This design comes from an exercise in tuning for small area and a short achievable clock period on the open sky130 flow, not from production work. Only simulation tests tie the RTL to the original design; equivalence was not proved. Power and IR drop assume default switching activity.

## run 1
==> flow/design.v <==
`default_nettype none
package ssrc_pkg;
	localparam int LEVELS    = 14;
	localparam int POSITIONS = 64;
	localparam int LVL_W     = $clog2(LEVELS);
	localparam int POS_W     = $clog2(POSITIONS);
	localparam int LEVEL_FW  = 4;
	localparam int PHASE_W   = 3;
	localparam int WORD_W    = 16;
	localparam int OVER_W    = 17;
	localparam int PULSE_W   = 8;
	localparam int OP_W      = 3;
	localparam int ADDR_W    = 4;
	localparam int DATA_W    = 32;
	localparam logic [OP_W-1:0] OP_TICK   = 3'd0;
	localparam logic [OP_W-1:0] OP_START  = 3'd1;
	localparam logic [OP_W-1:0] OP_DECEL  = 3'd2;
	localparam logic [OP_W-1:0] OP_STOP   = 3'd3;
	localparam logic [OP_W-1:0] OP_PULSE  = 3'd4;
	localparam logic [OP_W-1:0] OP_GOAL   = 3'd5;
	localparam logic [OP_W-1:0] OP_ZERO   = 3'd6;
	localparam logic [OP_W-1:0] OP_LOAD   = 3'd7;
	localparam logic [PHASE_W-1:0] PH_IDLE  = 3'd0;
	localparam logic [PHASE_W-1:0] PH_ACCEL = 3'd1;
	localparam logic [PHASE_W-1:0] PH_DECEL = 3'd2;
	localparam logic [PHASE_W-1:0] PH_STOP  = 3'd3;
	localparam logic [PHASE_W-1:0] PH_OVER  = 3'd4;
	localparam logic [1:0] REG_TARGET  = 2'd0;
	localparam logic [1:0] REG_DIR     = 2'd1;
	localparam logic [1:0] REG_OVERRUN = 2'd2;
endpackage
`default_nettype wire
`default_nettype none
import ssrc_pkg::*;
module stepper_speed_ramp_controller (
	input  wire logic                clk,
	input  wire logic                arst_n,
	input  wire logic                psel,
	input  wire logic                penable,
	input  wire logic                pwrite,
	input  wire logic [ADDR_W-1:0]   paddr,
	input  wire logic [DATA_W-1:0]   pwdata,
	output logic      [DATA_W-1:0]   prdata,
	output logic                     pready,
	input  wire logic                in_valid,
	output logic                     in_ready,
	input  wire logic [OP_W-1:0]     op,
	input  wire logic [PULSE_W-1:0]  count_value,
	input  wire logic [LEVEL_FW-1:0] level_index,
	input  wire logic [WORD_W-1:0]   level_reload,
	input  wire logic [WORD_W-1:0]   level_dwell,
	output logic                     out_valid,
	input  wire logic                out_ready,
	output logic      [WORD_W-1:0]   reload_out,
	output logic      [LEVEL_FW-1:0] speed_level,
	output logic      [PHASE_W-1:0]  ramp_state,
	output logic                     running,
	output logic      [POS_W-1:0]    position,
	output logic                     on_position
);
	logic [LEVEL_FW-1:0] target_q;
	logic                dir_q;
	logic [WORD_W-1:0]   overrun_q;
	logic [PHASE_W-1:0]  phase_q,  phase_d;
	logic [LEVEL_FW-1:0] level_q,  level_d;
	logic [WORD_W-1:0]   dwell_q,  dwell_d;
	logic [WORD_W-2:0]   over_q,   over_d;
	logic                timer_q,  timer_d;
	logic [POS_W-1:0]    place_q,  place_d;
	logic [PULSE_W-1:0]  pcount_q, pcount_d;
	logic [PULSE_W-1:0]  pgoal_q,  pgoal_d;
	logic [LEVELS-1:0]   hot_q,    hot_d;
	logic                onpos_q,  onpos_d;
	logic                out_valid_q;
	logic [WORD_W-1:0]   reload_tab_q [LEVELS];
	logic [WORD_W-1:0]   dwell_tab_q  [LEVELS];
	logic                accept;
	logic                cfg_wr;
	logic [WORD_W-1:0]   dwell_cur;
	logic [WORD_W-1:0]   reload_cur;
	logic [LEVEL_FW-1:0] tgt_eff;
	logic [WORD_W-1:0]   dwell_next;
	logic                dwell_done;
	logic                over_hit;
	logic [PHASE_W-1:0]  ph_k  [2];
	logic [LEVEL_FW-1:0] lv_k  [2];
	logic [WORD_W-1:0]   dw_k  [2];
	logic [LEVELS-1:0]   hot_k [2];
	logic [LEVEL_FW:0]   up_k;
	logic [LEVEL_FW-1:0] dn_k;
	logic [WORD_W-1:0]   dwdn_k;
	assign accept   = in_valid && in_ready;
	assign in_ready = !out_valid_q || out_ready;
	assign cfg_wr   = psel && penable && pwrite;
	assign pready   = 1'b1;
	always_ff @(posedge clk or negedge arst_n) begin
		if (!arst_n) begin
			target_q  <= '0;
			dir_q     <= 1'b0;
			overrun_q <= '0;
		end else if (cfg_wr) begin
			case (paddr[3:2])
				REG_TARGET:  target_q  <= pwdata[LEVEL_FW-1:0];
				REG_DIR:     dir_q     <= pwdata[0];
				REG_OVERRUN: overrun_q <= pwdata[WORD_W-1:0];
				default: ;
			endcase
		end
	end
	always_comb begin
		case (paddr[3:2])
			REG_TARGET:  prdata = DATA_W'(target_q);
			REG_DIR:     prdata = DATA_W'(dir_q);
			REG_OVERRUN: prdata = DATA_W'(overrun_q);
			default:     prdata = '0;
		endcase
	end
	always_comb begin
		dwell_cur  = '0;
		reload_cur = '0;
		for (int i = 0; i < LEVELS; i++) begin
			dwell_cur  = dwell_cur  | ({WORD_W{hot_q[i]}} & dwell_tab_q[i]);
			reload_cur = reload_cur | ({WORD_W{hot_q[i]}} & reload_tab_q[i]);
		end
	end
	assign tgt_eff    = (target_q >= LEVEL_FW'(LEVELS)) ? LEVEL_FW'(LEVELS - 1) : target_q;
	assign dwell_next = dwell_q + WORD_W'(1);
	assign dwell_done = dwell_q >= dwell_cur;
	assign over_hit   = {over_q, 1'b1} >= overrun_q;
	always_comb begin
		for (int k = 0; k < 2; k++) begin
			up_k   = {1'b0, level_q} + (LEVEL_FW+1)'(k);
			dn_k   = (k == 1 && level_q != '0) ? level_q - LEVEL_FW'(1) : level_q;
			dwdn_k = (k == 1 || dn_k == '0) ? WORD_W'(1) : dwell_next;
			ph_k[k] = phase_q;
			lv_k[k] = level_q;
			dw_k[k] = dwell_q;
			if (op == OP_STOP) begin
				lv_k[k] = dn_k;
				dw_k[k] = dwdn_k;
				ph_k[k] = PH_OVER;
			end else if (op == OP_TICK && timer_q) begin
				case (phase_q)
					PH_ACCEL: begin
						dw_k[k] = (k == 1) ? WORD_W'(1) : dwell_next;
						if (up_k >= {1'b0, tgt_eff}) begin
							lv_k[k] = tgt_eff;
							ph_k[k] = PH_IDLE;
						end else begin
							lv_k[k] = up_k[LEVEL_FW-1:0];
						end
					end
					PH_DECEL: begin
						lv_k[k] = dn_k;
						dw_k[k] = dwdn_k;
						if (dn_k == '0) ph_k[k] = PH_IDLE;
					end
					PH_STOP: begin
						lv_k[k] = dn_k;
						dw_k[k] = dwdn_k;
						ph_k[k] = PH_OVER;
					end
					PH_OVER: begin
						if (over_hit) begin
							lv_k[k] = '0;
							ph_k[k] = PH_IDLE;
							dw_k[k] = WORD_W'(1);
						end else begin
							lv_k[k] = dn_k;
							dw_k[k] = dwdn_k;
						end
					end
					default: ;
				endcase
			end else if (op == OP_START) begin
				ph_k[k] = PH_ACCEL;
				lv_k[k] = '0;
			end else if (op == OP_DECEL) begin
				ph_k[k] = PH_DECEL;
			end
			for (int i = 0; i < LEVELS; i++) hot_k[k][i] = (lv_k[k] == LEVEL_FW'(i));
		end
	end
	always_comb begin
		phase_d  = dwell_done ? ph_k[1] : ph_k[0];
		level_d  = dwell_done ? lv_k[1] : lv_k[0];
		dwell_d  = dwell_done ? dw_k[1] : dw_k[0];
		hot_d    = dwell_done ? hot_k[1] : hot_k[0];
		over_d   = over_q;
		timer_d  = timer_q;
		place_d  = place_q;
		pcount_d = pcount_q;
		pgoal_d  = pgoal_q;
		onpos_d  = onpos_q;
		case (op)
			OP_TICK: if (timer_q && phase_q == PH_OVER) begin
				if (over_hit) begin
					timer_d = 1'b0;
					over_d  = '0;
				end else begin
					over_d  = over_q + (WORD_W-1)'(1);
				end
			end
			OP_START: timer_d = 1'b1;
			OP_PULSE: begin
				pcount_d = pcount_q + PULSE_W'(1);
				onpos_d  = pcount_d >= pgoal_q;
				place_d  = dir_q ? place_q - POS_W'(1) : place_q + POS_W'(1);
			end
			OP_GOAL: begin
				pcount_d = '0;
				pgoal_d  = count_value;
				onpos_d  = count_value == '0;
			end
			OP_ZERO: place_d = '0;
			default: ;
		endcase
	end
	always_ff @(posedge clk or negedge arst_n) begin
		if (!arst_n) begin
			phase_q  <= PH_IDLE;
			level_q  <= '0;
			hot_q    <= LEVELS'(1);
			dwell_q  <= WORD_W'(1);
			over_q   <= '0;
			timer_q  <= 1'b0;
			place_q  <= '0;
			pcount_q <= '0;
			pgoal_q  <= '0;
			onpos_q  <= 1'b1;
		end else if (accept) begin
			phase_q  <= phase_d;
			level_q  <= level_d;
			hot_q    <= hot_d;
			dwell_q  <= dwell_d;
			over_q   <= over_d;
			timer_q  <= timer_d;
			place_q  <= place_d;
			pcount_q <= pcount_d;
			pgoal_q  <= pgoal_d;
			onpos_q  <= onpos_d;
		end
	end
	for (genvar i = 0; i < LEVELS; i++) begin : g_tab
		always_ff @(posedge clk) begin
			if (accept && op == OP_LOAD && level_index == LEVEL_FW'(i)) begin
				reload_tab_q[i] <= level_reload;
				dwell_tab_q[i]  <= level_dwell;
			end
		end
	end
	always_ff @(posedge clk or negedge arst_n) begin
		if (!arst_n) begin
			out_valid_q <= 1'b0;
		end else if (accept) begin
			out_valid_q <= 1'b1;
		end else if (out_ready) begin
			out_valid_q <= 1'b0;
		end
	end
	assign out_valid   = out_valid_q;
	assign reload_out  = reload_cur;
	assign speed_level = level_q;
	assign ramp_state  = phase_q;
	assign running     = timer_q;
	assign position    = place_q;
	assign on_position = onpos_q;
endmodule
`default_nettype wire
==> flow/config.mk <==
export PLATFORM = sky130hd
export DESIGN_NAME = stepper_speed_ramp_controller
export DESIGN_NICKNAME = stepper_speed_ramp_controller
export VERILOG_FILES = /design/flow/design.v
export SDC_FILE = /design/flow/constraint.sdc
export NUM_CORES = 4
export LEC_CHECK = 0
export CAP_MARGIN = 20
export CORE_MARGIN = 2
export CORE_UTILIZATION = 40
export CTS_BUF_LIST = sky130_fd_sc_hd__clkbuf_16
export CTS_CLUSTER_DIAMETER = 100
export CTS_CLUSTER_SIZE = 30
export SETUP_SLACK_MARGIN = 4.0
export SLEW_MARGIN = 20
export TNS_END_PERCENT = 5
==> flow/constraint.sdc <==
create_clock -name core_clock -period 7.5 [get_ports {clk}]
set_input_delay 1.5000 -clock core_clock [delete_from_list [all_inputs] [get_ports {clk}]]
set_output_delay 1.5000 -clock core_clock [all_outputs]
set_load 0.01 [all_outputs]
standard.sh (not shown) runs the stock make flow with config.mk's settings and CLKGATE_MAP_FILE= SYNTH_SCRIPT=/design/flow/synth_recipe.tcl, a recipe that flattens the netlist after the stock synthesis.
==> flow/flow/run.sh <==
#!/bin/bash
# Standard layout, with the port buffers made of buf_2 cells instead of the
# delay cells buffer_ports picks on its own.
set -euo pipefail
bash standard.sh "BUFFER_PORTS_ARGS=-buffer_cell sky130_fd_sc_hd__buf_2" finish > standard_flow.log 2>&1
Run 1 ended with every stage complete and zero timing, DRC or antenna violations.
--- input diff run 1..run 2 ---
- a change of SETUP_SLACK_MARGIN from 4.0 to 3.9
- a change of CORE_UTILIZATION from 40 to 45
- a change of TNS_END_PERCENT from 5 to 1
- Route | run 2 vs run 1 | wire shorter in run 2
- Run 2 against run 1: minimum clock period after layout went down; maximum frequency from static timing analysis went up; post-synthesis xor/xnor area fraction did not really move.
Inputs modified between run 2 and run 3:
- TNS_END_PERCENT changed from 1 to 10
- SETUP_SLACK_MARGIN changed from 3.9 to 4.1
- ABC_CLOCK_PERIOD_IN_PS newly set to 2500
- CTS_CLUSTER_SIZE removed (was 30)
- CTS_CLUSTER_DIAMETER removed (was 100)
- CTS_BUF_LIST removed (was sky130_fd_sc_hd__clkbuf_16)
- CORE_UTILIZATION changed from 45 to 40
==> flow/run.sh (new file) <==
#!/bin/bash
# synth_recipe.tcl (not shown) runs the flow's synth.tcl, then flattens the netlist and writes it again
# the make line also repeats each setting of config.mk as NAME=value (left out here)
make -C /OpenROAD-flow-scripts/flow DESIGN_CONFIG=/design/flow/config.mk WORK_HOME=/design/flow/orfs CLKGATE_MAP_FILE= SYNTH_SCRIPT=/design/flow/synth_recipe.tcl finish
removed: flow/flow/run.sh
removed: flow/standard.sh
--- outcome ---
- Against run 2, run 3 comes in 3200 um2 higher on cell area.
- Compare run 2 and run 3 | total power higher: run 3
- Looking at capture point of the worst path, the hot_q[0]$_DFFE_PN1P_ result is from run 3; the reload_out[8] one comes from run 2.
- On final standard cell utilization of the core, run 2 tracks run 3 almost exactly.
For run 4, these inputs were changed with respect to run 3:
- CTS_BUF_LIST: unset -> sky130_fd_sc_hd__clkbuf_16
- CTS_CLUSTER_SIZE: unset -> 30
- ABC_CLOCK_PERIOD_IN_PS: 2500 -> unset
- TNS_END_PERCENT: 10 -> unset
- CTS_CLUSTER_DIAMETER: unset -> 100
- SETUP_SLACK_MARGIN: 4.1 -> 3.5
==> flow/flow/run.sh (new file) <==
#!/bin/bash
# Standard layout, with the port buffers made of buf_2 cells instead of the
# delay cells buffer_ports picks on its own.
set -euo pipefail
bash standard.sh "BUFFER_PORTS_ARGS=-buffer_cell sky130_fd_sc_hd__buf_2" finish > standard_flow.log 2>&1
==> flow/standard.sh (new file) <==
#!/bin/bash
# synth_recipe.tcl (not shown) runs the flow's synth.tcl, then flattens the netlist and writes it again
# the make line also repeats each setting of config.mk as NAME=value (left out here)
make -C /OpenROAD-flow-scripts/flow DESIGN_CONFIG=/design/flow/config.mk WORK_HOME=/design/flow/orfs CLKGATE_MAP_FILE= SYNTH_SCRIPT=/design/flow/synth_recipe.tcl "${@:-finish}"
removed: flow/run.sh
## What came out
Run 4 ran to completion and came out clean on the timing, design-rule and antenna checks. Fraction of power consumed by sequential logic in run 4 is 12 points above run 3. Maximum number of pins on one net before global-route repair: run 4 lower than run 3. Clock latency reported for the late side of the worst-skew pair, run 4 and run 3, higher one = run 3. What run 3 reported for final area has to be multiplied by 0.878 to get the figure for run 4.
### run 4 -> run 5
- setting ABC_CLOCK_PERIOD_IN_PS to 3500 for the first time
- changing CORE_UTILIZATION from 40 to 55
- changing SETUP_SLACK_MARGIN from 3.5 to 4.0
Results
- The global-route total usage across every layer reported for run 5 is greater than that of run 4 by 8.2 points.
- On clock-pin transition on the worst setup and hold timing paths, run 4 and run 5 are neck and neck.
- prdata[0] as the end point of the critical path was reported by run 4, and hot_q[13]$_DFFE_PN0P_ by run 5.
- Taking run 4 as the reference, in run 5 adder-cell share of the synthesized area held steady; count of clock-buffer cells in the layout +9.1%; detailed-route vias per instance increased about 8%; share of the cycle needed by the critical path after routing decreased 1.2 points; worst setup margin moved up.
- Area enclosed by the die boundary came out lower on run 5 than on run 4.
- Total wire length after detailed routing went up by a few percent going from run 4 to run 5.

==> re-timing with driven ports <==
In the flow no input, the clock included, has a driving cell. The finished layouts below were timed again as built, in two steps.
Step 1, drivers: a clkbuf_16 drives clk and a buf_2 each remaining input, both assumed.
Step 2 adds t to the input delays and takes it off the output delays; t is the mean of the earliest and latest rising clock arrival at the registers after step 1. Input paths then give back, and output paths get back, about the clock's delay inside the block.
Slacks: ideal / step 1 / step 2; pairs: ideal / step 1.
run | t, ns | setup WS [ns] | worst setup path after step 2
run 1 | 0.643 | 3.696 / 3.669 / 3.361 | input to register
run 2 | 0.651 | 3.737 / 3.677 / 3.339 | input to register
run 3 | 0.665 | 3.728 / 3.720 / 3.298 | input to register
run 4 | 0.649 | 3.629 / 3.607 / 3.220 | input to register
run 5 | 0.618 | 3.718 / 3.718 / 3.303 | input to register
After both steps setup and hold are still met in every run listed. For run 3, which loses most, drivers alone change the setup slack by -0.008 ns; drivers and shift together by -0.430 ns.
